This design comes from an exercise in tuning for small area, a short achievable clock period and few clock cycles per item on the open sky130 flow, not from production work. RTL that was checked went through simulation tests only; none was proved equivalent to the original. Function not checked in run 2: the RTL went through the layout flow alone. Power figures rest on the tool's default switching activity, not on a simulated workload.

==> flow/design.v, too long to show whole: its modules and the start of the top module <==
// module adsr_regs: 44 lines
// module adsr_div: 25 lines
// module adsr_mul: 644 lines
// module adsr_dp: 374 lines
// module adsr_envelope_generator: 56 lines
module adsr_envelope_generator #(
  parameter int POSITION_BITS = 24
) (
  input  wire         clk,
  input  wire         rst,
  input  wire         psel,
  input  wire         penable,
  input  wire         pwrite,
  input  wire  [3:0]  paddr,
  input  wire  [31:0] pwdata,
  output logic [31:0] prdata,
  output logic        pready,
  input  wire         s_axis_tvalid,
  output logic        s_axis_tready,
  input  wire  [23:0] s_axis_tdata,   
  input  wire  [1:0]  s_axis_tuser,   
  output logic        m_axis_tvalid,
  input  wire         m_axis_tready,
  output logic [39:0] m_axis_tdata    
);
  // ...
==> flow/flow/run.sh <==
#!/bin/bash
# standard synthesis, then the standard layout with small port buffers and a
# larger setup margin for repair_timing
set -euo pipefail
bash standard.sh synth > synth.log 2>&1
bash standard.sh "BUFFER_PORTS_ARGS=-buffer_cell sky130_fd_sc_hd__buf_2" SETUP_SLACK_MARGIN=7.5 finish > layout.log 2>&1
==> flow/standard.sh <==
#!/bin/bash
# synth_recipe.tcl (not shown) runs the flow's synth.tcl, then flattens the netlist and writes it again
# the make line also repeats each setting of config.mk as NAME=value (left out here)
make -C /OpenROAD-flow-scripts/flow DESIGN_CONFIG=/design/flow/config.mk WORK_HOME=/design/flow/orfs CLKGATE_MAP_FILE= SYNTH_SCRIPT=/design/flow/synth_recipe.tcl "${@:-finish}"
==> flow/config.mk <==
export PLATFORM = sky130hd
export DESIGN_NAME = adsr_envelope_generator
export DESIGN_NICKNAME = adsr_envelope_generator
export VERILOG_FILES = /design/flow/design.v
export SDC_FILE = /design/flow/constraint.sdc
export NUM_CORES = 4
export LEC_CHECK = 0
export CAP_MARGIN = 20
export CORE_MARGIN = 2
export CORE_UTILIZATION = 60
export CTS_BUF_LIST = sky130_fd_sc_hd__clkbuf_4 sky130_fd_sc_hd__clkbuf_8
export SLEW_MARGIN = 20
==> flow/constraint.sdc <==
create_clock -name core_clock -period 13.0 [get_ports {clk}]
set_input_delay 2.6000 -clock core_clock [delete_from_list [all_inputs] [get_ports {clk}]]
set_output_delay 2.6000 -clock core_clock [all_outputs]
set_load 0.01 [all_outputs]
==> metrics.md, run 1 <==
| Metric | Value |
|---|---|
| Kind of cell adding the most delay to the critical path | `adder cells` |
| Most common cell in the synthesized netlist | `nand2_1` |
| Post-synth EDFFs | `about 200` |
| Sequential power | `~1.5 mW` |
| Clock group | `around 1.4 mW` |
| Crit path to | `u_dp.out_d[15]` |
| NonClk Buf Share | `approximately 4.8%` |
| Hold buffers post-CTS | `0` |
| Mux cell area share after synthesis | `~4.7%` |
| Relative slew margins | `roughly 22%` |
| Net Switching | `~1.8 mW` |
| Overall routed net length | `roughly 130 mm` |
| Fmax | `174.2 MHz` |
| Multi-input gate area | `~27000 µm²` |
| Status | `finished clean` |
| H-tree depth | `3` |
| # DRC | `0` |
| Clock Skew | `51.97 ps` |
| CP Capture Type | `flip-flop` |
| Comb pwr share | `about 40%` |
| Row Count | `a little over 90` |
| Inverters excl. clock | `381` |
| Sink Count | `roughly 400` |
| Met1 Track Usage GR | `between 50% and 60%` |
| Worst Max-Slew Pin Slew | `~1200 ps` |
| Wire length per cell | `22.96 µm` |
| Die area | `between 60000 and 70000 µm²` |
| Tap Cells | `846` |
| ANT nets after route | `0` |
| Worst VDD drop | `about 0.00016 V` |
| Worst reg2reg path startpoint | `u_dp.bc_smp[12]` |
| Fraction of layout cells with a size suffix above 1 | `approximately 15%` |
| Final Hold Vio Count | `0` |
Testbench counts, summed over its fixed seeds: cycles 45,576, items 43,471.
==> run 2: changes to the inputs <==
==> flow/design.v (replaced) <==
`default_nettype none
package adsr_pkg;
  localparam int LEVEL_W = 16;
  localparam int LEN_W   = 24;
  localparam logic [LEVEL_W-1:0] UNITY = 16'h8000;
  localparam logic [LEN_W-1:0]   ATTACK_RESET  = 24'd480;
  localparam logic [LEN_W-1:0]   DECAY_RESET   = 24'd12000;
  localparam logic [LEVEL_W-1:0] SUSTAIN_RESET = 16'd8192;
  localparam logic [LEN_W-1:0]   RELEASE_RESET = 24'd24000;
  localparam logic [2:0] PH_OFF     = 3'd0;
  localparam logic [2:0] PH_ATTACK  = 3'd1;
  localparam logic [2:0] PH_DECAY   = 3'd2;
  localparam logic [2:0] PH_SUSTAIN = 3'd3;
  localparam logic [2:0] PH_RELEASE = 3'd4;
  localparam logic [1:0] KIND_SAMPLE  = 2'd0;
  localparam logic [1:0] KIND_ATTACK  = 2'd1;
  localparam logic [1:0] KIND_RELEASE = 2'd2;
  localparam logic [1:0] KIND_OFF     = 2'd3;
  localparam logic [1:0] JOB_A = 2'd1;
  localparam logic [1:0] JOB_D = 2'd2;
  localparam logic [1:0] JOB_R = 2'd3;
endpackage
`default_nettype wire
`default_nettype none
module adsr_regs (
  input  wire         clk,
  input  wire         rst,
  input  wire         psel,
  input  wire         penable,
  input  wire         pwrite,
  input  wire  [3:0]  paddr,
  input  wire  [31:0] pwdata,
  output logic [31:0] prdata,
  output logic        pready,
  output logic [23:0] att_len,
  output logic [23:0] dec_len,
  output logic [15:0] sus_lvl,
  output logic [23:0] rel_len,
  output logic        cfg_wr
);
  assign pready = 1'b1;
  assign cfg_wr = psel && penable && pwrite;
  always_ff @(posedge clk) begin
    if (rst) begin
      att_len <= adsr_pkg::ATTACK_RESET;
      dec_len <= adsr_pkg::DECAY_RESET;
      sus_lvl <= adsr_pkg::SUSTAIN_RESET;
      rel_len <= adsr_pkg::RELEASE_RESET;
    end else if (cfg_wr) begin
      case (paddr[3:2])
        2'd0: att_len <= pwdata[23:0];
        2'd1: dec_len <= pwdata[23:0];
        2'd2: sus_lvl <= pwdata[15:0];
        default: rel_len <= pwdata[23:0];
      endcase
    end
  end
  logic [23:0] rd_q;
  always_ff @(posedge clk) begin
    case (paddr[3:2])
      2'd0: rd_q <= att_len;
      2'd1: rd_q <= dec_len;
      2'd2: rd_q <= {8'd0, sus_lvl};
      default: rd_q <= rel_len;
    endcase
  end
  assign prdata = {8'd0, rd_q};
endmodule
`default_nettype wire
`default_nettype none
module adsr_div (
  input  wire         clk,
  input  wire         start,
  input  wire  [15:0] m,
  input  wire  [23:0] len,
  input  wire         run,
  output logic [15:0] q,
  output logic [23:0] r
);
  logic [24:0] t;
  logic [25:0] d;
  logic        ge;
  assign t  = {r, q[15]};
  assign d  = {1'b0, t} - {2'b0, len};
  assign ge = !d[25];
  always_ff @(posedge clk) begin
    if (start) begin
      q <= m;
      r <= '0;
    end else if (run) begin
      r <= ge ? d[23:0] : t[23:0];
      q <= {q[14:0], ge};
    end
  end
endmodule
`default_nettype wire
`default_nettype none
module adsr_mul (
  input  wire [15:0] s,
  input  wire [15:0] l,
  output wire [15:0] ha,
  output wire [15:0] hb,
  output wire        c15
);
  wire t0 = (l[0] & s[0]);
  wire t1 = (l[0] & s[1]);
  wire t2 = (l[1] & s[0]);
  wire t3 = (l[0] & s[2]);
  wire t4 = (l[1] & s[1]);
  wire t5 = (l[2] & s[0]);
  wire t6 = (l[0] & s[3]);
  wire t7 = (l[1] & s[2]);
  wire t8 = (l[2] & s[1]);
  wire t9 = (l[3] & s[0]);
  wire t10 = (l[0] & s[4]);
  wire t11 = (l[1] & s[3]);
  wire t12 = (l[2] & s[2]);
  wire t13 = (l[3] & s[1]);
  wire t14 = (l[4] & s[0]);
  wire t15 = (l[0] & s[5]);
  wire t16 = (l[1] & s[4]);
  wire t17 = (l[2] & s[3]);
  wire t18 = (l[3] & s[2]);
  wire t19 = (l[4] & s[1]);
  wire t20 = (l[5] & s[0]);
  wire t21 = (l[0] & s[6]);
  wire t22 = (l[1] & s[5]);
  wire t23 = (l[2] & s[4]);
  wire t24 = (l[3] & s[3]);
  wire t25 = (l[4] & s[2]);
  wire t26 = (l[5] & s[1]);
  wire t27 = (l[6] & s[0]);
  wire t28 = (l[0] & s[7]);
  wire t29 = (l[1] & s[6]);
  wire t30 = (l[2] & s[5]);
  wire t31 = (l[3] & s[4]);
  wire t32 = (l[4] & s[3]);
  wire t33 = (l[5] & s[2]);
  wire t34 = (l[6] & s[1]);
  wire t35 = (l[7] & s[0]);
  wire t36 = (l[0] & s[8]);
  wire t37 = (l[1] & s[7]);
  wire t38 = (l[2] & s[6]);
  wire t39 = (l[3] & s[5]);
  wire t40 = (l[4] & s[4]);
  wire t41 = (l[5] & s[3]);
  wire t42 = (l[6] & s[2]);
  wire t43 = (l[7] & s[1]);
  wire t44 = (l[8] & s[0]);
  wire t45 = (l[0] & s[9]);
  wire t46 = (l[1] & s[8]);
  wire t47 = (l[2] & s[7]);
  wire t48 = (l[3] & s[6]);
  wire t49 = (l[4] & s[5]);
  wire t50 = (l[5] & s[4]);
  wire t51 = (l[6] & s[3]);
  wire t52 = (l[7] & s[2]);
  wire t53 = (l[8] & s[1]);
  wire t54 = (l[9] & s[0]);
  wire t55 = (l[0] & s[10]);
  wire t56 = (l[1] & s[9]);
  wire t57 = (l[2] & s[8]);
  wire t58 = (l[3] & s[7]);
  wire t59 = (l[4] & s[6]);
  wire t60 = (l[5] & s[5]);
  wire t61 = (l[6] & s[4]);
  wire t62 = (l[7] & s[3]);
  wire t63 = (l[8] & s[2]);
  wire t64 = (l[9] & s[1]);
  wire t65 = (l[10] & s[0]);
  wire t66 = (l[0] & s[11]);
  wire t67 = (l[1] & s[10]);
  wire t68 = (l[2] & s[9]);
  wire t69 = (l[3] & s[8]);
  wire t70 = (l[4] & s[7]);
  wire t71 = (l[5] & s[6]);
  wire t72 = (l[6] & s[5]);
  wire t73 = (l[7] & s[4]);
  wire t74 = (l[8] & s[3]);
  wire t75 = (l[9] & s[2]);
  wire t76 = (l[10] & s[1]);
  wire t77 = (l[11] & s[0]);
  wire t78 = (l[0] & s[12]);
  wire t79 = (l[1] & s[11]);
  wire t80 = (l[2] & s[10]);
  wire t81 = (l[3] & s[9]);
  wire t82 = (l[4] & s[8]);
  wire t83 = (l[5] & s[7]);
  wire t84 = (l[6] & s[6]);
  wire t85 = (l[7] & s[5]);
  wire t86 = (l[8] & s[4]);
  wire t87 = (l[9] & s[3]);
  wire t88 = (l[10] & s[2]);
  wire t89 = (l[11] & s[1]);
  wire t90 = (l[12] & s[0]);
  wire t91 = (l[0] & s[13]);
  wire t92 = (l[1] & s[12]);
  wire t93 = (l[2] & s[11]);
  wire t94 = (l[3] & s[10]);
  wire t95 = (l[4] & s[9]);
  wire t96 = (l[5] & s[8]);
  wire t97 = (l[6] & s[7]);
  wire t98 = (l[7] & s[6]);
  wire t99 = (l[8] & s[5]);
  wire t100 = (l[9] & s[4]);
  wire t101 = (l[10] & s[3]);
  wire t102 = (l[11] & s[2]);
  wire t103 = (l[12] & s[1]);
  wire t104 = (l[13] & s[0]);
  wire t105 = (l[0] & s[14]);
  wire t106 = (l[1] & s[13]);
  wire t107 = (l[2] & s[12]);
  wire t108 = (l[3] & s[11]);
  wire t109 = (l[4] & s[10]);
  wire t110 = (l[5] & s[9]);
  wire t111 = (l[6] & s[8]);
  wire t112 = (l[7] & s[7]);
  wire t113 = (l[8] & s[6]);
  wire t114 = (l[9] & s[5]);
  wire t115 = (l[10] & s[4]);
  wire t116 = (l[11] & s[3]);
  wire t117 = (l[12] & s[2]);
  wire t118 = (l[13] & s[1]);
  wire t119 = (l[14] & s[0]);
  wire t120 = ~(l[0] & s[15]);
  wire t121 = (l[1] & s[14]);
  wire t122 = (l[2] & s[13]);
  wire t123 = (l[3] & s[12]);
  wire t124 = (l[4] & s[11]);
  wire t125 = (l[5] & s[10]);
  wire t126 = (l[6] & s[9]);
  wire t127 = (l[7] & s[8]);
  wire t128 = (l[8] & s[7]);
  wire t129 = (l[9] & s[6]);
  wire t130 = (l[10] & s[5]);
  wire t131 = (l[11] & s[4]);
  wire t132 = (l[12] & s[3]);
  wire t133 = (l[13] & s[2]);
  wire t134 = (l[14] & s[1]);
  wire t135 = (l[15] & s[0]);
  wire t136 = 1'b1;
  wire t137 = ~(l[1] & s[15]);
  wire t138 = (l[2] & s[14]);
  wire t139 = (l[3] & s[13]);
  wire t140 = (l[4] & s[12]);
  wire t141 = (l[5] & s[11]);
  wire t142 = (l[6] & s[10]);
  wire t143 = (l[7] & s[9]);
  wire t144 = (l[8] & s[8]);
  wire t145 = (l[9] & s[7]);
  wire t146 = (l[10] & s[6]);
  wire t147 = (l[11] & s[5]);
  wire t148 = (l[12] & s[4]);
  wire t149 = (l[13] & s[3]);
  wire t150 = (l[14] & s[2]);
  wire t151 = (l[15] & s[1]);
  wire t152 = ~(l[2] & s[15]);
  wire t153 = (l[3] & s[14]);
  wire t154 = (l[4] & s[13]);
  wire t155 = (l[5] & s[12]);
  wire t156 = (l[6] & s[11]);
  wire t157 = (l[7] & s[10]);
  wire t158 = (l[8] & s[9]);
  wire t159 = (l[9] & s[8]);
  wire t160 = (l[10] & s[7]);
  wire t161 = (l[11] & s[6]);
  wire t162 = (l[12] & s[5]);
  wire t163 = (l[13] & s[4]);
  wire t164 = (l[14] & s[3]);
  wire t165 = (l[15] & s[2]);
  wire t166 = ~(l[3] & s[15]);
  wire t167 = (l[4] & s[14]);
  wire t168 = (l[5] & s[13]);
  wire t169 = (l[6] & s[12]);
  wire t170 = (l[7] & s[11]);
  wire t171 = (l[8] & s[10]);
  wire t172 = (l[9] & s[9]);
  wire t173 = (l[10] & s[8]);
  wire t174 = (l[11] & s[7]);
  wire t175 = (l[12] & s[6]);
  wire t176 = (l[13] & s[5]);
  wire t177 = (l[14] & s[4]);
  wire t178 = (l[15] & s[3]);
  wire t179 = ~(l[4] & s[15]);
  wire t180 = (l[5] & s[14]);
  wire t181 = (l[6] & s[13]);
  wire t182 = (l[7] & s[12]);
  wire t183 = (l[8] & s[11]);
  wire t184 = (l[9] & s[10]);
  wire t185 = (l[10] & s[9]);
  wire t186 = (l[11] & s[8]);
  wire t187 = (l[12] & s[7]);
  wire t188 = (l[13] & s[6]);
  wire t189 = (l[14] & s[5]);
  wire t190 = (l[15] & s[4]);
  wire t191 = ~(l[5] & s[15]);
  wire t192 = (l[6] & s[14]);
  wire t193 = (l[7] & s[13]);
  wire t194 = (l[8] & s[12]);
  wire t195 = (l[9] & s[11]);
  wire t196 = (l[10] & s[10]);
  wire t197 = (l[11] & s[9]);
  wire t198 = (l[12] & s[8]);
  wire t199 = (l[13] & s[7]);
  wire t200 = (l[14] & s[6]);
  wire t201 = (l[15] & s[5]);
  wire t202 = ~(l[6] & s[15]);
  wire t203 = (l[7] & s[14]);
  wire t204 = (l[8] & s[13]);
  wire t205 = (l[9] & s[12]);
  wire t206 = (l[10] & s[11]);
  wire t207 = (l[11] & s[10]);
  wire t208 = (l[12] & s[9]);
  wire t209 = (l[13] & s[8]);
  wire t210 = (l[14] & s[7]);
  wire t211 = (l[15] & s[6]);
  wire t212 = ~(l[7] & s[15]);
  wire t213 = (l[8] & s[14]);
  wire t214 = (l[9] & s[13]);
  wire t215 = (l[10] & s[12]);
  wire t216 = (l[11] & s[11]);
  wire t217 = (l[12] & s[10]);
  wire t218 = (l[13] & s[9]);
  wire t219 = (l[14] & s[8]);
  wire t220 = (l[15] & s[7]);
  wire t221 = ~(l[8] & s[15]);
  wire t222 = (l[9] & s[14]);
  wire t223 = (l[10] & s[13]);
  wire t224 = (l[11] & s[12]);
  wire t225 = (l[12] & s[11]);
  wire t226 = (l[13] & s[10]);
  wire t227 = (l[14] & s[9]);
  wire t228 = (l[15] & s[8]);
  wire t229 = ~(l[9] & s[15]);
  wire t230 = (l[10] & s[14]);
  wire t231 = (l[11] & s[13]);
  wire t232 = (l[12] & s[12]);
  wire t233 = (l[13] & s[11]);
  wire t234 = (l[14] & s[10]);
  wire t235 = (l[15] & s[9]);
  wire t236 = ~(l[10] & s[15]);
  wire t237 = (l[11] & s[14]);
  wire t238 = (l[12] & s[13]);
  wire t239 = (l[13] & s[12]);
  wire t240 = (l[14] & s[11]);
  wire t241 = (l[15] & s[10]);
  wire t242 = ~(l[11] & s[15]);
  wire t243 = (l[12] & s[14]);
  wire t244 = (l[13] & s[13]);
  wire t245 = (l[14] & s[12]);
  wire t246 = (l[15] & s[11]);
  wire t247 = ~(l[12] & s[15]);
  wire t248 = (l[13] & s[14]);
  wire t249 = (l[14] & s[13]);
  wire t250 = (l[15] & s[12]);
  wire t251 = ~(l[13] & s[15]);
  wire t252 = (l[14] & s[14]);
  wire t253 = (l[15] & s[13]);
  wire t254 = ~(l[14] & s[15]);
  wire t255 = (l[15] & s[14]);
  wire t256 = ~(l[15] & s[15]);
  wire t257 = t91 ^ t92;
  wire t258 = t91 & t92;
  wire t259 = t105 ^ t106 ^ t107;
  wire t260 = (t105 & t106) | (t105 & t107) | (t106 & t107);
  wire t261 = t108 ^ t109;
  wire t262 = t108 & t109;
  wire t263 = t120 ^ t121 ^ t122;
  wire t264 = (t120 & t121) | (t120 & t122) | (t121 & t122);
  wire t265 = t123 ^ t124 ^ t125;
  wire t266 = (t123 & t124) | (t123 & t125) | (t124 & t125);
  wire t267 = t126 ^ t127 ^ t128;
  wire t268 = (t126 & t127) | (t126 & t128) | (t127 & t128);
  wire t269 = t137 ^ t138 ^ t139;
  wire t270 = (t137 & t138) | (t137 & t139) | (t138 & t139);
  wire t271 = t140 ^ t141 ^ t142;
  wire t272 = (t140 & t141) | (t140 & t142) | (t141 & t142);
  wire t273 = t143 ^ t144;
  wire t274 = t143 & t144;
  wire t275 = t152 ^ t153 ^ t154;
  wire t276 = (t152 & t153) | (t152 & t154) | (t153 & t154);
  wire t277 = t155 ^ t156 ^ t157;
  wire t278 = (t155 & t156) | (t155 & t157) | (t156 & t157);
  wire t279 = t166 ^ t167 ^ t168;
  wire t280 = (t166 & t167) | (t166 & t168) | (t167 & t168);
  wire t281 = t45 ^ t46;
  wire t282 = t45 & t46;
  wire t283 = t55 ^ t56 ^ t57;
  wire t284 = (t55 & t56) | (t55 & t57) | (t56 & t57);
  wire t285 = t58 ^ t59;
  wire t286 = t58 & t59;
  wire t287 = t66 ^ t67 ^ t68;
  wire t288 = (t66 & t67) | (t66 & t68) | (t67 & t68);
  wire t289 = t69 ^ t70 ^ t71;
  wire t290 = (t69 & t70) | (t69 & t71) | (t70 & t71);
  wire t291 = t72 ^ t73;
  wire t292 = t72 & t73;
  wire t293 = t78 ^ t79 ^ t80;
  wire t294 = (t78 & t79) | (t78 & t80) | (t79 & t80);
  wire t295 = t81 ^ t82 ^ t83;
  wire t296 = (t81 & t82) | (t81 & t83) | (t82 & t83);
  wire t297 = t84 ^ t85 ^ t86;
  wire t298 = (t84 & t85) | (t84 & t86) | (t85 & t86);
  wire t299 = t87 ^ t88;
  wire t300 = t87 & t88;
  wire t301 = t257 ^ t93 ^ t94;
  wire t302 = (t257 & t93) | (t257 & t94) | (t93 & t94);
  wire t303 = t95 ^ t96 ^ t97;
  wire t304 = (t95 & t96) | (t95 & t97) | (t96 & t97);
  wire t305 = t98 ^ t99 ^ t100;
  wire t306 = (t98 & t99) | (t98 & t100) | (t99 & t100);
  wire t307 = t101 ^ t102 ^ t103;
  wire t308 = (t101 & t102) | (t101 & t103) | (t102 & t103);
  wire t309 = t258 ^ t259 ^ t261;
  wire t310 = (t258 & t259) | (t258 & t261) | (t259 & t261);
  wire t311 = t110 ^ t111 ^ t112;
  wire t312 = (t110 & t111) | (t110 & t112) | (t111 & t112);
  wire t313 = t113 ^ t114 ^ t115;
  wire t314 = (t113 & t114) | (t113 & t115) | (t114 & t115);
  wire t315 = t116 ^ t117 ^ t118;
  wire t316 = (t116 & t117) | (t116 & t118) | (t117 & t118);
  wire t317 = t260 ^ t262 ^ t263;
  wire t318 = (t260 & t262) | (t260 & t263) | (t262 & t263);
  wire t319 = t265 ^ t267 ^ t129;
  wire t320 = (t265 & t267) | (t265 & t129) | (t267 & t129);
  wire t321 = t130 ^ t131 ^ t132;
  wire t322 = (t130 & t131) | (t130 & t132) | (t131 & t132);
  wire t323 = t133 ^ t134 ^ t135;
  wire t324 = (t133 & t134) | (t133 & t135) | (t134 & t135);
  wire t325 = t264 ^ t266 ^ t268;
  wire t326 = (t264 & t266) | (t264 & t268) | (t266 & t268);
  wire t327 = t269 ^ t271 ^ t273;
  wire t328 = (t269 & t271) | (t269 & t273) | (t271 & t273);
  wire t329 = t145 ^ t146 ^ t147;
  wire t330 = (t145 & t146) | (t145 & t147) | (t146 & t147);
  wire t331 = t148 ^ t149 ^ t150;
  wire t332 = (t148 & t149) | (t148 & t150) | (t149 & t150);
  wire t333 = t270 ^ t272 ^ t274;
  wire t334 = (t270 & t272) | (t270 & t274) | (t272 & t274);
  wire t335 = t275 ^ t277 ^ t158;
  wire t336 = (t275 & t277) | (t275 & t158) | (t277 & t158);
  wire t337 = t159 ^ t160 ^ t161;
  wire t338 = (t159 & t160) | (t159 & t161) | (t160 & t161);
  wire t339 = t162 ^ t163 ^ t164;
  wire t340 = (t162 & t163) | (t162 & t164) | (t163 & t164);
  wire t341 = t276 ^ t278 ^ t279;
  wire t342 = (t276 & t278) | (t276 & t279) | (t278 & t279);
  wire t343 = t169 ^ t170 ^ t171;
  wire t344 = (t169 & t170) | (t169 & t171) | (t170 & t171);
  wire t345 = t172 ^ t173 ^ t174;
  wire t346 = (t172 & t173) | (t172 & t174) | (t173 & t174);
  wire t347 = t175 ^ t176 ^ t177;
  wire t348 = (t175 & t176) | (t175 & t177) | (t176 & t177);
  wire t349 = t280 ^ t179 ^ t180;
  wire t350 = (t280 & t179) | (t280 & t180) | (t179 & t180);
  wire t351 = t181 ^ t182 ^ t183;
  wire t352 = (t181 & t182) | (t181 & t183) | (t182 & t183);
  wire t353 = t184 ^ t185 ^ t186;
  wire t354 = (t184 & t185) | (t184 & t186) | (t185 & t186);
  wire t355 = t187 ^ t188 ^ t189;
  wire t356 = (t187 & t188) | (t187 & t189) | (t188 & t189);
  wire t357 = t191 ^ t192 ^ t193;
  wire t358 = (t191 & t192) | (t191 & t193) | (t192 & t193);
  wire t359 = t194 ^ t195 ^ t196;
  wire t360 = (t194 & t195) | (t194 & t196) | (t195 & t196);
  wire t361 = t197 ^ t198 ^ t199;
  wire t362 = (t197 & t198) | (t197 & t199) | (t198 & t199);
  wire t363 = t202 ^ t203 ^ t204;
  wire t364 = (t202 & t203) | (t202 & t204) | (t203 & t204);
  wire t365 = t205 ^ t206 ^ t207;
  wire t366 = (t205 & t206) | (t205 & t207) | (t206 & t207);
  wire t367 = t212 ^ t213 ^ t214;
  wire t368 = (t212 & t213) | (t212 & t214) | (t213 & t214);
  wire t369 = t21 ^ t22;
  wire t370 = t21 & t22;
  wire t371 = t28 ^ t29 ^ t30;
  wire t372 = (t28 & t29) | (t28 & t30) | (t29 & t30);
  wire t373 = t31 ^ t32;
  wire t374 = t31 & t32;
  wire t375 = t36 ^ t37 ^ t38;
  wire t376 = (t36 & t37) | (t36 & t38) | (t37 & t38);
  wire t377 = t39 ^ t40 ^ t41;
  wire t378 = (t39 & t40) | (t39 & t41) | (t40 & t41);
  wire t379 = t42 ^ t43;
  wire t380 = t42 & t43;
  wire t381 = t281 ^ t47 ^ t48;
  wire t382 = (t281 & t47) | (t281 & t48) | (t47 & t48);
  wire t383 = t49 ^ t50 ^ t51;
  wire t384 = (t49 & t50) | (t49 & t51) | (t50 & t51);
  wire t385 = t52 ^ t53 ^ t54;
  wire t386 = (t52 & t53) | (t52 & t54) | (t53 & t54);
  wire t387 = t282 ^ t283 ^ t285;
  wire t388 = (t282 & t283) | (t282 & t285) | (t283 & t285);
  wire t389 = t60 ^ t61 ^ t62;
  wire t390 = (t60 & t61) | (t60 & t62) | (t61 & t62);
  wire t391 = t63 ^ t64 ^ t65;
  wire t392 = (t63 & t64) | (t63 & t65) | (t64 & t65);
  wire t393 = t284 ^ t286 ^ t287;
  wire t394 = (t284 & t286) | (t284 & t287) | (t286 & t287);
  wire t395 = t289 ^ t291 ^ t74;
  wire t396 = (t289 & t291) | (t289 & t74) | (t291 & t74);
  wire t397 = t75 ^ t76 ^ t77;
  wire t398 = (t75 & t76) | (t75 & t77) | (t76 & t77);
  wire t399 = t288 ^ t290 ^ t292;
  wire t400 = (t288 & t290) | (t288 & t292) | (t290 & t292);
  wire t401 = t293 ^ t295 ^ t297;
  wire t402 = (t293 & t295) | (t293 & t297) | (t295 & t297);
  wire t403 = t299 ^ t89 ^ t90;
  wire t404 = (t299 & t89) | (t299 & t90) | (t89 & t90);
  wire t405 = t294 ^ t296 ^ t298;
  wire t406 = (t294 & t296) | (t294 & t298) | (t296 & t298);
  wire t407 = t300 ^ t301 ^ t303;
  wire t408 = (t300 & t301) | (t300 & t303) | (t301 & t303);
  wire t409 = t305 ^ t307 ^ t104;
  wire t410 = (t305 & t307) | (t305 & t104) | (t307 & t104);
  wire t411 = t302 ^ t304 ^ t306;
  wire t412 = (t302 & t304) | (t302 & t306) | (t304 & t306);
  wire t413 = t308 ^ t309 ^ t311;
  wire t414 = (t308 & t309) | (t308 & t311) | (t309 & t311);
  wire t415 = t313 ^ t315 ^ t119;
  wire t416 = (t313 & t315) | (t313 & t119) | (t315 & t119);
  wire t417 = t310 ^ t312 ^ t314;
  wire t418 = (t310 & t312) | (t310 & t314) | (t312 & t314);
  wire t419 = t316 ^ t317 ^ t319;
  wire t420 = (t316 & t317) | (t316 & t319) | (t317 & t319);
  wire t421 = t321 ^ t323 ^ t136;
  wire t422 = (t321 & t323) | (t321 & t136) | (t323 & t136);
  wire t423 = t318 ^ t320 ^ t322;
  wire t424 = (t318 & t320) | (t318 & t322) | (t320 & t322);
  wire t425 = t324 ^ t325 ^ t327;
  wire t426 = (t324 & t325) | (t324 & t327) | (t325 & t327);
  wire t427 = t329 ^ t331 ^ t151;
  wire t428 = (t329 & t331) | (t329 & t151) | (t331 & t151);
  wire t429 = t326 ^ t328 ^ t330;
  wire t430 = (t326 & t328) | (t326 & t330) | (t328 & t330);
  wire t431 = t332 ^ t333 ^ t335;
  wire t432 = (t332 & t333) | (t332 & t335) | (t333 & t335);
  wire t433 = t337 ^ t339 ^ t165;
  wire t434 = (t337 & t339) | (t337 & t165) | (t339 & t165);
  wire t435 = t334 ^ t336 ^ t338;
  wire t436 = (t334 & t336) | (t334 & t338) | (t336 & t338);
  wire t437 = t340 ^ t341 ^ t343;
  wire t438 = (t340 & t341) | (t340 & t343) | (t341 & t343);
  wire t439 = t345 ^ t347 ^ t178;
  wire t440 = (t345 & t347) | (t345 & t178) | (t347 & t178);
  wire t441 = t342 ^ t344 ^ t346;
  wire t442 = (t342 & t344) | (t342 & t346) | (t344 & t346);
  wire t443 = t348 ^ t349 ^ t351;
  wire t444 = (t348 & t349) | (t348 & t351) | (t349 & t351);
  wire t445 = t353 ^ t355 ^ t190;
  wire t446 = (t353 & t355) | (t353 & t190) | (t355 & t190);
  wire t447 = t350 ^ t352 ^ t354;
  wire t448 = (t350 & t352) | (t350 & t354) | (t352 & t354);
  wire t449 = t356 ^ t357 ^ t359;
  wire t450 = (t356 & t357) | (t356 & t359) | (t357 & t359);
  wire t451 = t361 ^ t200 ^ t201;
  wire t452 = (t361 & t200) | (t361 & t201) | (t200 & t201);
  wire t453 = t358 ^ t360 ^ t362;
  wire t454 = (t358 & t360) | (t358 & t362) | (t360 & t362);
  wire t455 = t363 ^ t365 ^ t208;
  wire t456 = (t363 & t365) | (t363 & t208) | (t365 & t208);
  wire t457 = t209 ^ t210 ^ t211;
  wire t458 = (t209 & t210) | (t209 & t211) | (t210 & t211);
  wire t459 = t364 ^ t366 ^ t367;
  wire t460 = (t364 & t366) | (t364 & t367) | (t366 & t367);
  wire t461 = t215 ^ t216 ^ t217;
  wire t462 = (t215 & t216) | (t215 & t217) | (t216 & t217);
  wire t463 = t218 ^ t219 ^ t220;
  wire t464 = (t218 & t219) | (t218 & t220) | (t219 & t220);
  wire t465 = t368 ^ t221 ^ t222;
  wire t466 = (t368 & t221) | (t368 & t222) | (t221 & t222);
  wire t467 = t223 ^ t224 ^ t225;
  wire t468 = (t223 & t224) | (t223 & t225) | (t224 & t225);
  wire t469 = t226 ^ t227 ^ t228;
  wire t470 = (t226 & t227) | (t226 & t228) | (t227 & t228);
  wire t471 = t229 ^ t230 ^ t231;
  wire t472 = (t229 & t230) | (t229 & t231) | (t230 & t231);
  wire t473 = t232 ^ t233 ^ t234;
  wire t474 = (t232 & t233) | (t232 & t234) | (t233 & t234);
  wire t475 = t236 ^ t237 ^ t238;
  wire t476 = (t236 & t237) | (t236 & t238) | (t237 & t238);
  wire t477 = t10 ^ t11;
  wire t478 = t10 & t11;
  wire t479 = t15 ^ t16 ^ t17;
  wire t480 = (t15 & t16) | (t15 & t17) | (t16 & t17);
  wire t481 = t18 ^ t19;
  wire t482 = t18 & t19;
  wire t483 = t369 ^ t23 ^ t24;
  wire t484 = (t369 & t23) | (t369 & t24) | (t23 & t24);
  wire t485 = t25 ^ t26 ^ t27;
  wire t486 = (t25 & t26) | (t25 & t27) | (t26 & t27);
  wire t487 = t370 ^ t371 ^ t373;
  wire t488 = (t370 & t371) | (t370 & t373) | (t371 & t373);
  wire t489 = t33 ^ t34 ^ t35;
  wire t490 = (t33 & t34) | (t33 & t35) | (t34 & t35);
  wire t491 = t372 ^ t374 ^ t375;
  wire t492 = (t372 & t374) | (t372 & t375) | (t374 & t375);
  wire t493 = t377 ^ t379 ^ t44;
  wire t494 = (t377 & t379) | (t377 & t44) | (t379 & t44);
  wire t495 = t376 ^ t378 ^ t380;
  wire t496 = (t376 & t378) | (t376 & t380) | (t378 & t380);
  wire t497 = t381 ^ t383 ^ t385;
  wire t498 = (t381 & t383) | (t381 & t385) | (t383 & t385);
  wire t499 = t382 ^ t384 ^ t386;
  wire t500 = (t382 & t384) | (t382 & t386) | (t384 & t386);
  wire t501 = t387 ^ t389 ^ t391;
  wire t502 = (t387 & t389) | (t387 & t391) | (t389 & t391);
  wire t503 = t388 ^ t390 ^ t392;
  wire t504 = (t388 & t390) | (t388 & t392) | (t390 & t392);
  wire t505 = t393 ^ t395 ^ t397;
  wire t506 = (t393 & t395) | (t393 & t397) | (t395 & t397);
  wire t507 = t394 ^ t396 ^ t398;
  wire t508 = (t394 & t396) | (t394 & t398) | (t396 & t398);
  wire t509 = t399 ^ t401 ^ t403;
  wire t510 = (t399 & t401) | (t399 & t403) | (t401 & t403);
  wire t511 = t400 ^ t402 ^ t404;
  wire t512 = (t400 & t402) | (t400 & t404) | (t402 & t404);
  wire t513 = t405 ^ t407 ^ t409;
  wire t514 = (t405 & t407) | (t405 & t409) | (t407 & t409);
  wire t515 = t406 ^ t408 ^ t410;
  wire t516 = (t406 & t408) | (t406 & t410) | (t408 & t410);
  wire t517 = t411 ^ t413 ^ t415;
  wire t518 = (t411 & t413) | (t411 & t415) | (t413 & t415);
  wire t519 = t412 ^ t414 ^ t416;
  wire t520 = (t412 & t414) | (t412 & t416) | (t414 & t416);
  wire t521 = t417 ^ t419 ^ t421;
  wire t522 = (t417 & t419) | (t417 & t421) | (t419 & t421);
  wire t523 = t418 ^ t420 ^ t422;
  wire t524 = (t418 & t420) | (t418 & t422) | (t420 & t422);
  wire t525 = t423 ^ t425 ^ t427;
  wire t526 = (t423 & t425) | (t423 & t427) | (t425 & t427);
  wire t527 = t424 ^ t426 ^ t428;
  wire t528 = (t424 & t426) | (t424 & t428) | (t426 & t428);
  wire t529 = t429 ^ t431 ^ t433;
  wire t530 = (t429 & t431) | (t429 & t433) | (t431 & t433);
  wire t531 = t430 ^ t432 ^ t434;
  wire t532 = (t430 & t432) | (t430 & t434) | (t432 & t434);
  wire t533 = t435 ^ t437 ^ t439;
  wire t534 = (t435 & t437) | (t435 & t439) | (t437 & t439);
  wire t535 = t436 ^ t438 ^ t440;
  wire t536 = (t436 & t438) | (t436 & t440) | (t438 & t440);
  wire t537 = t441 ^ t443 ^ t445;
  wire t538 = (t441 & t443) | (t441 & t445) | (t443 & t445);
  wire t539 = t442 ^ t444 ^ t446;
  wire t540 = (t442 & t444) | (t442 & t446) | (t444 & t446);
  wire t541 = t447 ^ t449 ^ t451;
  wire t542 = (t447 & t449) | (t447 & t451) | (t449 & t451);
  wire t543 = t448 ^ t450 ^ t452;
  wire t544 = (t448 & t450) | (t448 & t452) | (t450 & t452);
  wire t545 = t453 ^ t455 ^ t457;
  wire t546 = (t453 & t455) | (t453 & t457) | (t455 & t457);
  wire t547 = t454 ^ t456 ^ t458;
  wire t548 = (t454 & t456) | (t454 & t458) | (t456 & t458);
  wire t549 = t459 ^ t461 ^ t463;
  wire t550 = (t459 & t461) | (t459 & t463) | (t461 & t463);
  wire t551 = t460 ^ t462 ^ t464;
  wire t552 = (t460 & t462) | (t460 & t464) | (t462 & t464);
  wire t553 = t465 ^ t467 ^ t469;
  wire t554 = (t465 & t467) | (t465 & t469) | (t467 & t469);
  wire t555 = t466 ^ t468 ^ t470;
  wire t556 = (t466 & t468) | (t466 & t470) | (t468 & t470);
  wire t557 = t471 ^ t473 ^ t235;
  wire t558 = (t471 & t473) | (t471 & t235) | (t473 & t235);
  wire t559 = t472 ^ t474 ^ t475;
  wire t560 = (t472 & t474) | (t472 & t475) | (t474 & t475);
  wire t561 = t239 ^ t240 ^ t241;
  wire t562 = (t239 & t240) | (t239 & t241) | (t240 & t241);
  wire t563 = t476 ^ t242 ^ t243;
  wire t564 = (t476 & t242) | (t476 & t243) | (t242 & t243);
  wire t565 = t244 ^ t245 ^ t246;
  wire t566 = (t244 & t245) | (t244 & t246) | (t245 & t246);
  wire t567 = t247 ^ t248 ^ t249;
  wire t568 = (t247 & t248) | (t247 & t249) | (t248 & t249);
  wire t569 = t6 ^ t7;
  wire t570 = t6 & t7;
  wire t571 = t477 ^ t12 ^ t13;
  wire t572 = (t477 & t12) | (t477 & t13) | (t12 & t13);
  wire t573 = t478 ^ t479 ^ t481;
  wire t574 = (t478 & t479) | (t478 & t481) | (t479 & t481);
  wire t575 = t480 ^ t482 ^ t483;
  wire t576 = (t480 & t482) | (t480 & t483) | (t482 & t483);
  wire t577 = t484 ^ t486 ^ t487;
  wire t578 = (t484 & t486) | (t484 & t487) | (t486 & t487);
  wire t579 = t488 ^ t490 ^ t491;
  wire t580 = (t488 & t490) | (t488 & t491) | (t490 & t491);
  wire t581 = t492 ^ t494 ^ t495;
  wire t582 = (t492 & t494) | (t492 & t495) | (t494 & t495);
  wire t583 = t496 ^ t498 ^ t499;
  wire t584 = (t496 & t498) | (t496 & t499) | (t498 & t499);
  wire t585 = t500 ^ t502 ^ t503;
  wire t586 = (t500 & t502) | (t500 & t503) | (t502 & t503);
  wire t587 = t504 ^ t506 ^ t507;
  wire t588 = (t504 & t506) | (t504 & t507) | (t506 & t507);
  wire t589 = t508 ^ t510 ^ t511;
  wire t590 = (t508 & t510) | (t508 & t511) | (t510 & t511);
  wire t591 = t512 ^ t514 ^ t515;
  wire t592 = (t512 & t514) | (t512 & t515) | (t514 & t515);
  wire t593 = t516 ^ t518 ^ t519;
  wire t594 = (t516 & t518) | (t516 & t519) | (t518 & t519);
  wire t595 = t520 ^ t522 ^ t523;
  wire t596 = (t520 & t522) | (t520 & t523) | (t522 & t523);
  wire t597 = t524 ^ t526 ^ t527;
  wire t598 = (t524 & t526) | (t524 & t527) | (t526 & t527);
  wire t599 = t528 ^ t530 ^ t531;
  wire t600 = (t528 & t530) | (t528 & t531) | (t530 & t531);
  wire t601 = t532 ^ t534 ^ t535;
  wire t602 = (t532 & t534) | (t532 & t535) | (t534 & t535);
  wire t603 = t536 ^ t538 ^ t539;
  wire t604 = (t536 & t538) | (t536 & t539) | (t538 & t539);
  wire t605 = t540 ^ t542 ^ t543;
  wire t606 = (t540 & t542) | (t540 & t543) | (t542 & t543);
  wire t607 = t544 ^ t546 ^ t547;
  wire t608 = (t544 & t546) | (t544 & t547) | (t546 & t547);
  wire t609 = t548 ^ t550 ^ t551;
  wire t610 = (t548 & t550) | (t548 & t551) | (t550 & t551);
  wire t611 = t552 ^ t554 ^ t555;
  wire t612 = (t552 & t554) | (t552 & t555) | (t554 & t555);
  wire t613 = t556 ^ t558 ^ t559;
  wire t614 = (t556 & t558) | (t556 & t559) | (t558 & t559);
  wire t615 = t560 ^ t562 ^ t563;
  wire t616 = (t560 & t562) | (t560 & t563) | (t562 & t563);
  wire t617 = t564 ^ t566 ^ t567;
  wire t618 = (t564 & t566) | (t564 & t567) | (t566 & t567);
  wire t619 = t568 ^ t251 ^ t252;
  wire t620 = (t568 & t251) | (t568 & t252) | (t251 & t252);
  wire t621 = t3 ^ t4;
  wire t622 = t3 & t4;
  wire t623 = t569 ^ t8 ^ t9;
  wire t624 = (t569 & t8) | (t569 & t9) | (t8 & t9);
  wire t625 = t570 ^ t571 ^ t14;
  wire t626 = (t570 & t571) | (t570 & t14) | (t571 & t14);
  wire t627 = t572 ^ t573 ^ t20;
  wire t628 = (t572 & t573) | (t572 & t20) | (t573 & t20);
  wire t629 = t574 ^ t575 ^ t485;
  wire t630 = (t574 & t575) | (t574 & t485) | (t575 & t485);
  wire t631 = t576 ^ t577 ^ t489;
  wire t632 = (t576 & t577) | (t576 & t489) | (t577 & t489);
  wire t633 = t578 ^ t579 ^ t493;
  wire t634 = (t578 & t579) | (t578 & t493) | (t579 & t493);
  wire t635 = t580 ^ t581 ^ t497;
  wire t636 = (t580 & t581) | (t580 & t497) | (t581 & t497);
  wire t637 = t582 ^ t583 ^ t501;
  wire t638 = (t582 & t583) | (t582 & t501) | (t583 & t501);
  wire t639 = t584 ^ t585 ^ t505;
  wire t640 = (t584 & t585) | (t584 & t505) | (t585 & t505);
  wire t641 = t586 ^ t587 ^ t509;
  wire t642 = (t586 & t587) | (t586 & t509) | (t587 & t509);
  wire t643 = t588 ^ t589 ^ t513;
  wire t644 = (t588 & t589) | (t588 & t513) | (t589 & t513);
  wire t645 = t590 ^ t591 ^ t517;
  wire t646 = (t590 & t591) | (t590 & t517) | (t591 & t517);
  wire t647 = t592 ^ t593 ^ t521;
  wire t648 = (t592 & t593) | (t592 & t521) | (t593 & t521);
  wire t649 = t594 ^ t595 ^ t525;
  wire t650 = (t594 & t595) | (t594 & t525) | (t595 & t525);
  wire t651 = t596 ^ t597 ^ t529;
  wire t652 = (t596 & t597) | (t596 & t529) | (t597 & t529);
  wire t653 = t598 ^ t599 ^ t533;
  wire t654 = (t598 & t599) | (t598 & t533) | (t599 & t533);
  wire t655 = t600 ^ t601 ^ t537;
  wire t656 = (t600 & t601) | (t600 & t537) | (t601 & t537);
  wire t657 = t602 ^ t603 ^ t541;
  wire t658 = (t602 & t603) | (t602 & t541) | (t603 & t541);
  wire t659 = t604 ^ t605 ^ t545;
  wire t660 = (t604 & t605) | (t604 & t545) | (t605 & t545);
  wire t661 = t606 ^ t607 ^ t549;
  wire t662 = (t606 & t607) | (t606 & t549) | (t607 & t549);
  wire t663 = t608 ^ t609 ^ t553;
  wire t664 = (t608 & t609) | (t608 & t553) | (t609 & t553);
  wire t665 = t610 ^ t611 ^ t557;
  wire t666 = (t610 & t611) | (t610 & t557) | (t611 & t557);
  wire t667 = t612 ^ t613 ^ t561;
  wire t668 = (t612 & t613) | (t612 & t561) | (t613 & t561);
  wire t669 = t614 ^ t615 ^ t565;
  wire t670 = (t614 & t615) | (t614 & t565) | (t615 & t565);
  wire t671 = t616 ^ t617 ^ t250;
  wire t672 = (t616 & t617) | (t616 & t250) | (t617 & t250);
  wire t673 = t618 ^ t619 ^ t253;
  wire t674 = (t618 & t619) | (t618 & t253) | (t619 & t253);
  wire t675 = t620 ^ t254 ^ t255;
  wire t676 = (t620 & t254) | (t620 & t255) | (t254 & t255);
  wire [30:0] ra = {t676, t674, t672, t670, t668, t666, t664, t662, t660, t658, t656, t654, t652, t650, t648, t646, t644, t642, t640, t638, t636, t634, t632, t630, t628, t626, t624, t622, t621, t1, t0};
  wire [30:0] rb = {t256, t675, t673, t671, t669, t667, t665, t663, t661, t659, t657, t655, t653, t651, t649, t647, t645, t643, t641, t639, t637, t635, t633, t631, t629, t627, t625, t623, t5, t2, 1'b0};
  wire [15:0] lo = {1'b0, ra[14:0]} + {1'b0, rb[14:0]};
  assign ha  = ra[30:15];
  assign hb  = rb[30:15];
  assign c15 = lo[15];
endmodule
`default_nettype wire
`default_nettype none
module adsr_dp (
  input  wire         clk,
  input  wire         rst,
  input  wire  [23:0] att_len,
  input  wire  [23:0] dec_len,
  input  wire  [15:0] sus_lvl,
  input  wire  [23:0] rel_len,
  input  wire         cfg_wr,
  input  wire         s_axis_tvalid,
  output logic        s_axis_tready,
  input  wire  [23:0] s_axis_tdata,
  input  wire  [1:0]  s_axis_tuser,
  output logic        m_axis_tvalid,
  input  wire         m_axis_tready,
  output logic [39:0] m_axis_tdata
);
  localparam logic [15:0] UNITY = adsr_pkg::UNITY;
  logic [2:0]  phase;
  logic [23:0] pos;
  logic [15:0] lvl;         
  logic [23:0] r;
  logic [15:0] rsl;
  logic        lvl0;        
  logic        cur_ok;
  logic        eng_busy;
  logic        eng_ok;
  logic [1:0]  eng_tag;
  logic [3:0]  eng_cnt;
  logic [15:0] eng_q;
  logic [23:0] eng_r;
  logic [15:0] k_q;
  logic [23:0] k_r;
  logic [7:0]  k_a;
  logic        k_ok;
  logic        k_busy;
  logic        k_add;       
  logic [4:0]  k_j;         
  logic        need_sync;
  logic        sync_on;     
  logic [1:0]  sync_ph;     
  logic [15:0] s_cl;
  assign s_cl = (sus_lvl > UNITY) ? UNITY : sus_lvl;
  logic ramp, is_att, is_dec, is_rel;
  assign is_att = (phase == adsr_pkg::PH_ATTACK);
  assign is_dec = (phase == adsr_pkg::PH_DECAY);
  assign is_rel = (phase == adsr_pkg::PH_RELEASE);
  assign ramp   = is_att || is_dec || is_rel;
  logic [23:0] len;
  always_comb begin
    case (phase)
      adsr_pkg::PH_ATTACK:  len = att_len;
      adsr_pkg::PH_DECAY:   len = dec_len;
      adsr_pkg::PH_RELEASE: len = rel_len;
      default:              len = '0;
    endcase
  end
  logic [35:0] out_d;       
  logic        md_v;        
  logic [19:0] md_d;        
  logic [15:0] md_ha, md_hb;
  logic        md_c;
  logic [15:0] cur_level;   
  assign cur_level = lvl0 ? 16'd0 : md_v ? md_d[15:0] : out_d[31:16];
  logic        bc_v;
  logic [1:0]  bc_kind;
  logic [7:0]  bc_a;
  logic [15:0] bc_smp;
  logic        c_fire;
  logic        is_smp;
  logic        hold;
  logic        blk;
  assign is_smp = (bc_kind == adsr_pkg::KIND_SAMPLE);
  assign hold   = m_axis_tvalid && !m_axis_tready;
  assign blk    = sync_on || (is_smp && (need_sync || (ramp && !(k_ok && k_a == bc_a))));
  assign c_fire = bc_v && !hold && !blk;
  logic        sk_v;
  logic [25:0] sk_d;
  logic        bc_free;
  logic        acc;
  assign s_axis_tready = !sk_v;
  assign acc     = s_axis_tvalid && !sk_v && !rst;
  assign bc_free = !bc_v || c_fire;
  always_ff @(posedge clk) begin
    if (rst) begin
      bc_v <= 1'b0;
      sk_v <= 1'b0;
    end else if (bc_free) begin
      bc_v <= sk_v || acc;
      sk_v <= 1'b0;
    end else if (acc) begin
      sk_v <= 1'b1;
    end
  end
  always_ff @(posedge clk) begin
    if (!sk_v) sk_d <= {s_axis_tuser, s_axis_tdata};
    if (bc_free) begin
      {bc_kind, bc_a, bc_smp} <= sk_v ? sk_d : {s_axis_tuser, s_axis_tdata};
    end
  end
  logic [23:0] k_n;
  logic [4:0]  k_msb;
  logic        k_go_item, k_go;
  logic [15:0] k_yq;
  logic [23:0] k_yr;
  logic [24:0] k_t0;
  logic [25:0] k_t1;
  logic        k_wrap;
  assign k_n = sync_on ? pos : {16'd0, bc_a};
  always_comb begin
    k_msb = '0;
    for (int i = 0; i < 24; i++) begin
      if (k_n[i]) k_msb = 5'(i);
    end
  end
  assign k_go_item = bc_v && is_smp && ramp && cur_ok && !need_sync && !sync_on &&
                     !(k_ok && k_a == bc_a) && !k_busy;
  assign k_go = k_go_item || (sync_on && sync_ph == 2'd0 && !k_busy && !k_ok);
  assign k_yq   = k_add ? eng_q : k_q;
  assign k_yr   = k_add ? eng_r : k_r;
  logic [25:0] k_xl, k_cs, k_cc;
  logic [15:0] k_qa, k_qb;
  assign k_xl   = ~{2'b0, len};
  assign k_cs   = {2'b0, k_r} ^ {2'b0, k_yr} ^ k_xl;
  assign k_cc   = {(({2'b0, k_r} & {2'b0, k_yr}) | ({2'b0, k_r} & k_xl) |
                    ({2'b0, k_yr} & k_xl)), 1'b0};
  assign k_t0   = {1'b0, k_r} + {1'b0, k_yr};
  assign k_t1   = k_cs + k_cc + 26'd1;
  assign k_wrap = !k_t1[25];
  assign k_qa   = k_q + k_yq;
  assign k_qb   = k_q + k_yq + 16'd1;
  logic [24:0] p_sum;
  logic        p_end;
  logic [2:0]  ph_next;
  assign p_sum = {1'b0, pos} + 25'(bc_a);
  assign p_end = (p_sum >= {1'b0, len});
  always_comb begin
    ph_next = phase;
    if (p_end) begin
      case (phase)
        adsr_pkg::PH_ATTACK:  ph_next = adsr_pkg::PH_DECAY;
        adsr_pkg::PH_DECAY:   ph_next = adsr_pkg::PH_SUSTAIN;
        adsr_pkg::PH_RELEASE: ph_next = adsr_pkg::PH_OFF;
        default: ;
      endcase
    end
  end
  logic        up_r, up_l;
  logic [25:0] x_rho, x_len, cs_s, cs_c;
  logic [25:0] s0, s1;
  logic        wrap;
  logic [23:0] r_new;
  logic [15:0] l_d, l_a, l_b, lvl_new;
  assign up_r  = !is_rel;
  assign up_l  = is_att;
  assign x_rho = up_r ? {2'b0, k_r} : ~{2'b0, k_r};
  assign x_len = up_r ? ~{2'b0, len} : {2'b0, len};
  assign s0    = {2'b0, r} + x_rho + 26'(!up_r);
  assign cs_s  = {2'b0, r} ^ x_rho ^ x_len;
  assign cs_c  = {(({2'b0, r} & x_rho) | ({2'b0, r} & x_len) | (x_rho & x_len)), 1'b0};
  assign s1    = cs_s + cs_c + 26'd1;
  assign wrap  = up_r ? !s1[25] : s0[25];
  assign r_new = wrap ? s1[23:0] : s0[23:0];
  assign l_d   = up_l ? k_q : ~k_q;
  assign l_a   = lvl + l_d;
  assign l_b   = lvl + l_d + 16'd1;
  assign lvl_new = (wrap == up_l) ? l_b : l_a;
  logic [15:0] lvl_entry;
  always_comb begin
    case (phase)
      adsr_pkg::PH_ATTACK:  lvl_entry = (att_len == '0) ? UNITY : 16'd0;
      adsr_pkg::PH_DECAY:   lvl_entry = UNITY;
      default:              lvl_entry = (rel_len == '0) ? 16'd0 : rsl;
    endcase
  end
  logic        div_start;
  logic [1:0]  job;
  logic [15:0] job_m;
  logic [23:0] div_len;
  logic [1:0]  need_tag;
  logic        k_need;
  assign need_tag = is_att ? adsr_pkg::JOB_A : is_dec ? adsr_pkg::JOB_D : adsr_pkg::JOB_R;
  assign cur_ok   = ramp && eng_ok && (eng_tag == need_tag);
  assign k_need   = ramp && (k_busy || sync_on || need_sync ||
                             (bc_v && is_smp && !(k_ok && k_a == bc_a)));
  assign job      = k_need ? need_tag :
                    is_att ? adsr_pkg::JOB_D :
                    (phase == adsr_pkg::PH_SUSTAIN) ? adsr_pkg::JOB_R : adsr_pkg::JOB_A;
  assign div_start = !((eng_busy || eng_ok) && (eng_tag == job));
  always_comb begin
    case (job)
      adsr_pkg::JOB_A: job_m = UNITY;
      adsr_pkg::JOB_D: job_m = 16'(UNITY - s_cl);
      default:         job_m = (phase == adsr_pkg::PH_SUSTAIN) ? s_cl : rsl;
    endcase
    case (eng_tag)
      adsr_pkg::JOB_A: div_len = att_len;
      adsr_pkg::JOB_D: div_len = dec_len;
      default:         div_len = rel_len;
    endcase
  end
  adsr_div u_div (
    .clk   (clk),
    .start (div_start),
    .m     (job_m),
    .len   (div_len),
    .run   (eng_busy),
    .q     (eng_q),
    .r     (eng_r)
  );
  logic sync_start, len_z;
  assign len_z = (len == '0);
  assign sync_start = !sync_on && need_sync && ramp && cur_ok && !(bc_v && !is_smp);
  always_ff @(posedge clk) begin
    if (rst) begin
      phase     <= adsr_pkg::PH_OFF;
      lvl       <= '0;
      lvl0      <= 1'b1;
      eng_busy  <= 1'b0;
      eng_ok    <= 1'b0;
      eng_tag   <= 2'd0;
      eng_cnt   <= '0;
      k_ok      <= 1'b0;
      k_busy    <= 1'b0;
      need_sync <= 1'b0;
      sync_on   <= 1'b0;
    end else begin
      if (eng_busy) begin
        eng_cnt <= eng_cnt + 4'd1;
        if (eng_cnt == 4'd15) begin
          eng_busy <= 1'b0;
          eng_ok   <= 1'b1;
        end
      end
      if (div_start) begin
        eng_busy <= 1'b1;
        eng_ok   <= 1'b0;
        eng_tag  <= job;
        eng_cnt  <= '0;
      end
      if (k_go) begin
        k_a   <= bc_a;
        k_add <= 1'b0;
        k_j   <= k_msb - 5'd1;
        if (k_n == '0) begin
          k_q  <= '0;
          k_r  <= '0;
        end else begin
          k_q  <= eng_q;
          k_r  <= eng_r;
        end
        k_ok   <= (k_msb == '0);
        k_busy <= (k_msb != '0);
      end else if (k_busy) begin
        k_q <= k_wrap ? k_qb : k_qa;
        k_r <= k_wrap ? k_t1[23:0] : k_t0[23:0];
        if (!k_add && k_n[k_j]) begin
          k_add <= 1'b1;
        end else begin
          k_add <= 1'b0;
          k_j   <= k_j - 5'd1;
          if (k_j == '0) begin
            k_busy <= 1'b0;
            k_ok   <= 1'b1;
          end
        end
      end
      if (need_sync && !ramp) begin
        need_sync <= 1'b0;
        if (phase == adsr_pkg::PH_SUSTAIN) lvl <= s_cl;
      end
      if (sync_start) begin
        need_sync <= 1'b0;
        lvl       <= lvl_entry;
        r         <= '0;
        if ({1'b0, pos} > {1'b0, len}) pos <= len;
        sync_on   <= !len_z;
        sync_ph   <= 2'd0;
        k_ok      <= 1'b0;
        k_busy    <= 1'b0;
      end
      if (sync_on) begin
        case (sync_ph)
          2'd0: if (k_ok) sync_ph <= 2'd1;
          2'd1: begin
            lvl     <= lvl_new;
            r       <= r_new;
            sync_ph <= 2'd2;
          end
          default: begin
            sync_on <= 1'b0;
            k_ok    <= 1'b0;
          end
        endcase
      end
      if (c_fire) begin
        case (bc_kind)
          adsr_pkg::KIND_ATTACK: begin
            phase     <= adsr_pkg::PH_ATTACK;
            lvl       <= (att_len == '0) ? UNITY : 16'd0;
            lvl0      <= 1'b1;
            pos       <= '0;
            r         <= '0;
            need_sync <= 1'b0;
            k_ok      <= 1'b0;
          end
          adsr_pkg::KIND_RELEASE: begin
            phase     <= adsr_pkg::PH_RELEASE;
            rsl       <= cur_level;
            lvl       <= (rel_len == '0) ? 16'd0 : cur_level;
            pos       <= '0;
            r         <= '0;
            need_sync <= 1'b0;
            k_ok      <= 1'b0;
            if (!(eng_tag == adsr_pkg::JOB_R && phase == adsr_pkg::PH_SUSTAIN &&
                  cur_level == s_cl)) begin
              eng_busy <= 1'b0;
              eng_ok   <= 1'b0;
            end
          end
          adsr_pkg::KIND_OFF: begin
            phase     <= adsr_pkg::PH_OFF;
            lvl       <= '0;
            need_sync <= 1'b0;
          end
          default: begin
            lvl0 <= 1'b0;
            if (ramp) begin
              if (p_end) begin
                phase <= ph_next;
                pos   <= '0;
                r     <= '0;
                k_ok  <= 1'b0;
                case (phase)
                  adsr_pkg::PH_ATTACK: lvl <= UNITY;
                  adsr_pkg::PH_DECAY:  lvl <= s_cl;
                  default:             lvl <= '0;
                endcase
              end else begin
                pos <= p_sum[23:0];
                lvl <= lvl_new;
                r   <= r_new;
              end
            end
          end
        endcase
      end
      if (cfg_wr) begin
        eng_busy  <= 1'b0;
        eng_ok    <= 1'b0;
        k_ok      <= 1'b0;
        k_busy    <= 1'b0;
        sync_on   <= 1'b0;
        need_sync <= 1'b1;
      end
    end
  end
  logic [15:0] mul_ha, mul_hb;
  logic        mul_c;
  adsr_mul u_mul (
    .s   (bc_smp),
    .l   (lvl),
    .ha  (mul_ha),
    .hb  (mul_hb),
    .c15 (mul_c)
  );
  always_ff @(posedge clk) begin
    if (rst) begin
      md_v          <= 1'b0;
      m_axis_tvalid <= 1'b0;
    end else if (!hold) begin
      md_v          <= c_fire && is_smp;
      m_axis_tvalid <= md_v;
    end
  end
  always_ff @(posedge clk) begin
    if (c_fire && is_smp) begin
      md_d  <= {(ph_next != adsr_pkg::PH_OFF), phase, lvl};
      md_ha <= mul_ha;
      md_hb <= mul_hb;
      md_c  <= mul_c;
    end
    if (!hold && md_v) begin
      out_d   <= {md_d, 16'(md_ha + md_hb + 16'(md_c))};
    end
  end
  assign m_axis_tdata = {4'd0, out_d};
endmodule
`default_nettype wire
`default_nettype none
module adsr_envelope_generator #(
  parameter int POSITION_BITS = 24
) (
  input  wire         clk,
  input  wire         rst,
  input  wire         psel,
  input  wire         penable,
  input  wire         pwrite,
  input  wire  [3:0]  paddr,
  input  wire  [31:0] pwdata,
  output logic [31:0] prdata,
  output logic        pready,
  input  wire         s_axis_tvalid,
  output logic        s_axis_tready,
  input  wire  [23:0] s_axis_tdata,   
  input  wire  [1:0]  s_axis_tuser,   
  output logic        m_axis_tvalid,
  input  wire         m_axis_tready,
  output logic [39:0] m_axis_tdata    
);
  logic [23:0] att_len, dec_len, rel_len;
  logic [15:0] sus_lvl;
  logic        cfg_wr;
  adsr_regs u_regs (
    .clk     (clk),
    .rst     (rst),
    .psel    (psel),
    .penable (penable),
    .pwrite  (pwrite),
    .paddr   (paddr),
    .pwdata  (pwdata),
    .prdata  (prdata),
    .pready  (pready),
    .att_len (att_len),
    .dec_len (dec_len),
    .sus_lvl (sus_lvl),
    .rel_len (rel_len),
    .cfg_wr  (cfg_wr)
  );
  adsr_dp u_dp (
    .clk           (clk),
    .rst           (rst),
    .att_len       (att_len),
    .dec_len       (dec_len),
    .sus_lvl       (sus_lvl),
    .rel_len       (rel_len),
    .cfg_wr        (cfg_wr),
    .s_axis_tvalid (s_axis_tvalid),
    .s_axis_tready (s_axis_tready),
    .s_axis_tdata  (s_axis_tdata),
    .s_axis_tuser  (s_axis_tuser),
    .m_axis_tvalid (m_axis_tvalid),
    .m_axis_tready (m_axis_tready),
    .m_axis_tdata  (m_axis_tdata)
  );
endmodule
`default_nettype wire
==> flow/flow/run.sh (replaced) <==
#!/bin/bash
# standard synthesis, then the standard layout with small port buffers and a
# larger setup margin for repair_timing
set -euo pipefail
bash standard.sh synth > synth.log 2>&1
bash standard.sh "BUFFER_PORTS_ARGS=-buffer_cell sky130_fd_sc_hd__buf_2" SETUP_SLACK_MARGIN=8 finish > layout.log 2>&1
==> metrics.md, run 2 <==
| Metric | Value |
|---|---|
| Status | `finished clean (unchanged)` |
| Max reg flops | `36 (was 35)` |
| Vias in the first global route | `33.71k (was 32.28k)` |
| Final setup viols | `0 (unchanged)` |
| Filler instances | `5759 (was 5312)` |
| Post-DP HPWL | `93.88 mm (was 90.77 mm)` |
| Final WS setup | `8075 ps (was 7258 ps)` |
| Fmax | `203.0 MHz (was 174.2 MHz)` |
| Leak | `19.09 nW (was 18.20 nW)` |
| Total grt overflow | `0 (unchanged)` |
| Chip height | `264.8 µm (was 256.3 µm)` |
| Routability cong. | `0.9357 (was 0.9470)` |
| Total power | `4.978 mW (was 4.883 mW)` |
| Final Hold Vio Count | `0 (unchanged)` |
| Relative slew margins | `25.32% (was 22.16%)` |
| RSZ-0062 raised after global routing | `yes (unchanged)` |
| Largest registers | `u_dp.out_d x36, u_dp.sk_d x26 (was u_dp.out_d x35, u_dp.sk_d x26)` |
| CTS max path bufs | `3 (unchanged)` |
| Overall routed net length | `129.9 mm (was 126.5 mm)` |
| Hold path cells | `0 (was 1)` |
| CTS tree | `built (unchanged)` |
| Initial antenna violation count | `10 (was 3)` |
| Worst VDD drop | `0.00009842 V (was 0.0001609 V)` |
| Worst Max-Slew Pin Slew | `1120 ps (was 1168 ps)` |
| H-tree depth | `3 (unchanged)` |
| Clock latency at the later pin of the worst-skew pair | `700 ps (was 730 ps)` |
| PD cells | `109.4 nW/µm² (was 114.0 nW/µm²)` |
| # DRC | `0 (unchanged)` |
| Final Max Slew Viols | `0 (unchanged)` |
| Post-synthesis async set-or-reset flop share | `0% (unchanged)` |
| Sequential share of power | `35.0% (was 31.1%)` |
| Worst Path Arrival | `5450 ps (was 6200 ps)` |
| Port bufs | `120 (unchanged)` |
| R2r worst-path depth | `23 (was 21)` |
| Distinct cells, synth | `109 (was 87)` |
| Max-cap violation count | `0 (unchanged)` |
| Leading cell type in the layout, fill and taps excluded | `nand2_1 (unchanged)` |
| Final net count | `5362 (was 5169)` |
| 1st-iter DRT viols | `3855 (was 3856)` |
| Worst reg2reg path startpoint | `u_dp.pos[1] (was u_dp.bc_smp[12])` |
| CP Capture Type | `flip-flop (unchanged)` |
| Hold_ws | `426.1 ps (was 472.4 ps)` |
| Mapped Area | `40800 µm² (was 38190 µm²)` |
| Comb pwr share | `34.7% (was 39.8%)` |
| Sink Count | `449 (was 395)` |
| Dominant cell type by area after synthesis | `edfxtp_1 (unchanged)` |
| Highest-count cells in the layout ignoring fill and taps | `nand2_1 (479), inv_1 (430), nor2_1 (335), a21oi_1 (326), fa_1 (252) (was nand2_1 (505), inv_1 (363), a21oi_1 (335), nor2_1 (327), ha_1 (251))` |
| Most flop-heavy register | `u_dp.out_d (unchanged)` |
| Req. time, crit path | `13530 ps (was 13460 ps)` |
| Synth cell count leaders | `nand2_1 (487), inv_1 (434), nor2_1 (348) (was nand2_1 (513), inv_1 (381), a21oi_1 (361))` |
| ANT nets after route | `0 (unchanged)` |
| Clock network fraction of total power | `30.4% (was 29.2%)` |
| Post-Synthesis Cells | `4656 (was 4474)` |
| Wire length per cell | `22.67 µm (was 22.96 µm)` |
| Starting Density | `60.64% (was 60.66%)` |
| Ports | `144 (unchanged)` |
| Hold Crit Start | `u_dp.md_d[17] (was u_dp.sk_d[9])` |
| Die area | `70100 µm² (was 65690 µm²)` |
| Min-Delay Path Class | `reg2reg (unchanged)` |
| Most common cell in the synthesized netlist | `nand2_1 (unchanged)` |
| Place WS | `6477 ps (was 5552 ps)` |
| #FFs+latches synth | `449 (was 395)` |
| Final Cycle Share | `37.88% (was 44.17%)` |
| Vias post-DR | `35.67k (was 34.61k)` |
| Crit path max fanout | `7 (was 6)` |
| P_int | `3.170 mW (was 3.077 mW)` |
| Mapped Avg Cell Area | `8.762 µm² (was 8.537 µm²)` |
| Switching share of power | `36.31% (was 36.99%)` |
| Area growth from synthesis to layout | `11.52% (was 12.16%)` |
| Root cell of the clock tree | `clkbuf_8 (unchanged)` |
| WHS Endpoint | `u_dp.out_d[33] (was u_dp.sk_d[9])` |
| Yosys warnings | `3 (unchanged)` |
| GRT Total Usage | `36.35% (was 37.50%)` |
| Area share of the largest cell type after synthesis | `18.48% (was 15.57%)` |
| Reg clk slew, reported paths | `70 ps (was 60 ps)` |
| R2R Setup Slk | `8080 ps (was 7260 ps)` |
| Largest net degree at the start of global routing | `90 (was 82)` |
| First-pass GRT wire length | `196.9 mm (was 191.4 mm)` |
| DR pass1 iterations | `8 (was 9)` |
| Final setup TNS | `0 ps (unchanged)` |
| Clock Skew | `30.54 ps (was 51.97 ps)` |
| Via density | `6.224 (was 6.283)` |
| Sequential area share after synthesis | `28.19% (was 25.89%)` |
| CP Launch Type | `flip-flop (unchanged)` |
| R2R Path End | `u_dp.pos[11] (was u_dp.out_d[15])` |
| Row Count | `95 (was 92)` |
| Post-synth EDFFs | `251 (was 198)` |
| Critical path type | `reg2reg (unchanged)` |
| Min Tclk post-route | `4925 ps (was 5742 ps)` |
| Net Switching | `1.808 mW (was 1.806 mW)` |
| Fraction of layout cells with a size suffix above 1 | `13.84% (was 15.10%)` |
| Placeable Area | `67280 µm² (was 62970 µm²)` |
| Ranking of synthesized cells by area | `edfxtp_1 (18%), fa_1 (12%), dfxtp_1 (9.7%) (was edfxtp_1 (16%), fa_1 (12%), dfxtp_1 (10%))` |
| CTS Buf Count | `82 (was 73)` |
| Post-synth top flop | `edfxtp_1 (unchanged)` |
| Chip Width | `264.8 µm (was 256.3 µm)` |
## run 2: cell count changes in the layout (fill, tap and decap cells not counted), sizes merged, moves of 15 or more
cell / previous run / this run
edfxtp: 198 / 251
nand2: 515 / 490
fa: 237 / 253
nand3: 85 / 152
clkbuf: 111 / 126
a21o: 81 / 66
o221ai: 4 / 33
a21oi: 362 / 342
inv: 385 / 439
## run 2: per-stage QoR
step | instance area, µm² | std cells | utilization [%]
2_1_floorplan | 40850 | 4667 | -
3_3_place_gp | 42210 | 5488 | 62.74
3_5_place_dp | 42210 | 5488 | 62.74
4_1_cts | 44590 | 5677 | 66.28
5_1_grt | 45480 | 5727 | 67.61
6_report | 45490 | 5731 | 67.62
## run 2: worst max path at each step
stage,from,end,slack (ps),depth (start not counted)
finish,u_dp.pos[1],u_dp.pos[11],8080,23
global route,u_dp.bc_a[3],u_dp.u_div.q[3],7910,13
CTS,flip-flop,u_dp.lvl[11],7980,20
detailed placement,u_dp.bc_a[1],u_dp.pos[9],6480,21
global placement,u_dp.pos[1],u_dp.pos[9],6540,21
floorplan,u_dp.phase[2],u_dp.r[16],8020,20
## run 2: layout make-up
cell class	count	area (µm²)	area share (%)
antenna	9	22.52	0.04950
clock buffer	122	1498	3.292
clock inverter	30	297.8	0.6545
inverter	436	1640	3.606
multi-input combinational	3531	27380	60.19
sequential	449	11510	25.30
tap	873	1092	2.401
timing repair buffer	281	2051	4.508
## run 2: kinds of logic after synthesis
logic type / share of synthesized area [%]
and+or+nand+nor: 17.88
AOI/OAI and AO/OA: 17.22
xor gates and xnor gates: 5.343
muxes: 4.426
other: 0.01841
adders and majority gates: 20.36
buffers and inverters: 6.557
DFF: 28.19
## run 2: power by group through the flow
stage | combinational, mW | clock [mW] | sequential, mW
after global placement | 1.57 | 0 | 1.76
after CTS | 1.64 | 1.53 | 1.73
final | 1.73 | 1.51 | 1.74
after floorplan | 1.22 | 0 | 1.70
after detailed placement | 1.59 | 0 | 1.76
after global routing | 1.91 | 1.58 | 1.75
## run 2: repair_timing
item,CTS,global route
cloned,3,4
pin swaps,17,52
gates resized for setup,71,104
setup endpoints to repair,111,99
hold buffers,0,0
setup buffers,34,40
## run 2: worst max-delay path, cell delays in order (launching register included)
cell,delay (ps)
edfxtp_1,460
buf_6,160
fa_2,390
a21oi_2,160
nor2_1,70
a311o_1,340
o31a_1,280
and2_4,210
nand2_4,100
inv_2,60
nand3_2,80
xnor2_2,80
ha_1,360
nand4_1,180
nor4_1,70
a221o_1,340
a311o_2,400
buf_12,160
buf_6,110
nand2b_4,230
buf_12,200
nor2_4,80
a22oi_2,60
o221ai_1,160
## run 2: routing by layer
metal	part of all wire (%)	track usage, %
met2	44	56.51
met3	9.8	6.280
met4	4.0	13.86
met5	0.069	0
met1	42	50.95

Check on run 2: ideal ports give 8.075 ns setup slack; a clkbuf_16 on the clock port and buf_2 on the inputs give 8.075 ns; moving port delays by the midpoint clock arrival (0.754 ns) as well gives 7.521 ns.
